This design comes from an exercise in tuning for small area, a short achievable clock period and few clock cycles per item on the open sky130 flow, not from production work. Only simulation tests tie the RTL to the original design; equivalence was not proved. Power is estimated from default activity; no workload was simulated.

// lcd_pixel_shadow_writer_unit
module lcd_pixel_shadow_writer_unit
#(
    parameter int COLUMNS = 84,
    parameter int ROWS    = 48
) (
    input  logic                   clk,
    input  logic                   rst_n,
    input  logic                   pixel_valid,
    output logic                   pixel_ready,
    input  logic [BYTE_W-1:0]      pixel_x,
    input  logic [BYTE_W-1:0]      pixel_y,
    output logic                   lcd_valid,
    input  logic                   lcd_ready,
    output logic [BYTE_W-1:0]      lcd_byte,
    output logic                   lcd_is_data,
    output logic                   lcd_last,
    output logic                   lcd_rejected,
    input  logic                   cfg_we,
    input  logic [CFG_INDEX_W-1:0] cfg_index,
    input  logic [BYTE_W-1:0]      cfg_data
);
For scale: about 7,900 cells after synthesis, about 4,300 flip-flops, about 0.15 sq mm of cells after synthesis.
Settings: LEC_CHECK=0, ABC_CLOCK_PERIOD_IN_PS=3000, CAP_MARGIN=20, CORE_MARGIN=2, CORE_UTILIZATION=45, CTS_CLUSTER_DIAMETER=70, CTS_CLUSTER_SIZE=25, PLACE_DENSITY=0.5, SETUP_SLACK_MARGIN=4, SLEW_MARGIN=20; clock period 8.0 ns.
run.sh (not shown) runs the stock make flow with config.mk's settings and CLKGATE_MAP_FILE= SYNTH_SCRIPT=/design/flow/synth_recipe.tcl, a recipe that flattens the netlist after the stock synthesis.
Testbench counts at the start, summed over its fixed seeds: cycles 23,326, items 8,000.
Then changed:
--- a/flow/design.v
+++ b/flow/design.v
@@ -43,22 +43,23 @@
     input  logic                   lcd_ready,
     output logic [BYTE_W-1:0]      lcd_byte,
     output logic                   lcd_is_data,
     output logic                   lcd_last,
     output logic                   lcd_rejected,
     input  logic                   cfg_we,
     input  logic [CFG_INDEX_W-1:0] cfg_index,
     input  logic [BYTE_W-1:0]      cfg_data
 );
     localparam int BANKS = (ROWS + ROWS_PER_BANK - 1) / ROWS_PER_BANK;    
     localparam int DEPTH = COLUMNS * BANKS;                                
+    localparam int HI_N  = (COLUMNS + 15) / 16;                            
     lcdpsw_pkg::cfg_t cfg_reg;
     always_ff @(posedge clk or negedge rst_n)
     begin
         if (!rst_n)
         begin
             cfg_reg.column_cmd_base <= COLUMN_CMD_BASE_RESET;
             cfg_reg.bank_cmd_base   <= BANK_CMD_BASE_RESET;
         end
         else if (cfg_we)
         begin
             if (cfg_index == REG_COLUMN_CMD_BASE)
@@ -72,23 +73,24 @@
         logic [6:0] x;
         logic [5:0] y;
     } raw_t;
     raw_t             in_raw;
     raw_t             sk_raw;
     raw_t             s1_src;
     logic             sk_valid;
     logic             s1_valid;
     logic             s1_rej;
     logic [6:0]       s1_x;
     logic [2:0]       s1_bank;
-    logic [COLUMNS-1:0] s1_col;      
+    logic [HI_N-1:0]  s1_hi;         
+    logic [15:0]      s1_lo;         
     logic [BANKS-1:0] s1_bk;         
     logic             s1_we;         
     logic [7:0]       s1_bt;         
     logic             s1_wr;         
     logic             clr_q;         
     logic [BANKS-1:0][7:0] slice_q;
     logic [7:0]       merged;
     logic [BANKS-1:0][7:0] wcol;
     logic             h_valid;       
     logic             h_rej;
     logic [6:0]       h_x;
@@ -138,23 +140,23 @@
     assign s1_free    = !s1_valid || adv;
     assign acc        = pixel_valid && init_q && !sk_valid;
     assign s1_load    = s1_free && (sk_valid || acc);
     assign sk_take_in = acc && !s1_free;
     logic [7:0]       mem_q [DEPTH];
     logic [COLUMNS-1:0] col;
     logic [BANKS-1:0][7:0] slice;
     logic [7:0]       rd;
     always_comb
     begin
         for (int c = 0; c < COLUMNS; c++)
-            col[c] = s1_col[c];
+            col[c] = s1_hi[c / 16] && s1_lo[c % 16];
         for (int b = 0; b < BANKS; b++)
         begin
             slice[b] = '0;
             for (int c = 0; c < COLUMNS; c++)
                 slice[b] = slice[b] | (mem_q[c*BANKS + b] & {8{col[c]}});
         end
         rd = '0;
         for (int b = 0; b < BANKS; b++)
             rd = rd | (slice_q[b] & {8{s1_bk[b]}});
     end
     assign merged = rd | s1_bt;
@@ -178,36 +180,39 @@
     begin
         if (!rst_n)
         begin
             sk_valid  <= 1'b0;
             s1_valid  <= 1'b0;
             h_valid   <= 1'b0;
             s2_valid  <= 1'b0;
             s2_phase  <= 2'd0;
             out_valid <= 1'b0;
             ready_q   <= 1'b0;    
             init_q    <= 1'b0;
-            s1_col    <= '1;
+            s1_hi     <= '1;
+            s1_lo     <= '1;
             s1_we     <= 1'b1;
             clr_q     <= 1'b1;
         end
         else
         begin
             sk_valid <= sk_take_in || (sk_valid && !s1_free);
             ready_q  <= !(sk_take_in || (sk_valid && !s1_free));
             init_q   <= 1'b1;
             s1_valid <= s1_load || (s1_valid && !adv);
             if (s1_load)
             begin
-                for (int i = 0; i < COLUMNS; i++)
-                    s1_col[i] <= (s1_src.x == 7'(i));
+                for (int i = 0; i < HI_N; i++)
+                    s1_hi[i] <= (s1_src.x[6:4] == 3'(i));
+                for (int i = 0; i < 16; i++)
+                    s1_lo[i] <= (s1_src.x[3:0] == 4'(i));
                 s1_we  <= 1'b0;
             end
             else if (s1_valid && !s1_rej && !s1_wr)
                 s1_we  <= 1'b1;
             else if (clr_q)
                 s1_we  <= 1'b0;
             clr_q <= 1'b0;
             h_valid <= (adv && (h_valid || !s2_free)) || (h_valid && !s2_free);
             if (s1_to_s2 || h_to_s2)
                 s2_valid <= 1'b1;
             else if (s2_free)
Power goes up by about a fifth. Via count goes down by a few percent. Clock power is about the same. Synthesized cell count goes up by a little under a tenth. Hold slack is better by 0.0081 ns. Area after synthesis goes up slightly. Sequential power is about the same. Fmax goes down slightly. Wire length goes down by roughly a tenth. Core utilization goes down by 0.24 points. Count of clock-buffer cells in the layout goes up by 28. Non-clock buffer count goes down by 54. Worst setup slack is worse by 0.085 ns. Cell area goes down slightly.
Testbench counts after the change, summed over its fixed seeds: cycles 23,326, items 8,000.

## re-timing with driven ports
The results above use ideal ports. As a check the final layouts listed here were re-extracted and re-timed, cells and wires unchanged.
Step 1 assumes that a clkbuf_16 drives the clock port and a buf_2 every other input.
Step 2 times the ports against the registers' clock, not the clock port: input delays grow and output delays shrink by t, the midpoint of the rising clock arrivals with the driver on.
Slacks: ideal / step 1 / step 2; pairs: ideal / step 1.
run	t (ns)	setup slack, ns	hold slack, ns	worst setup path after step 2	pins driven straight from the clock port
the first run	1.096	3.820 / 3.820 / 3.203	0.457 / 0.457 / 0.457	input to register	1
the second run	1.112	3.735 / 3.735 / 3.735	0.465 / 0.465 / 0.465	register to register	1
After both steps setup and hold are still met in every run listed. For the first run, which loses most, drivers alone change the setup slack by 0.000 ns; drivers and shift together by -0.617 ns.
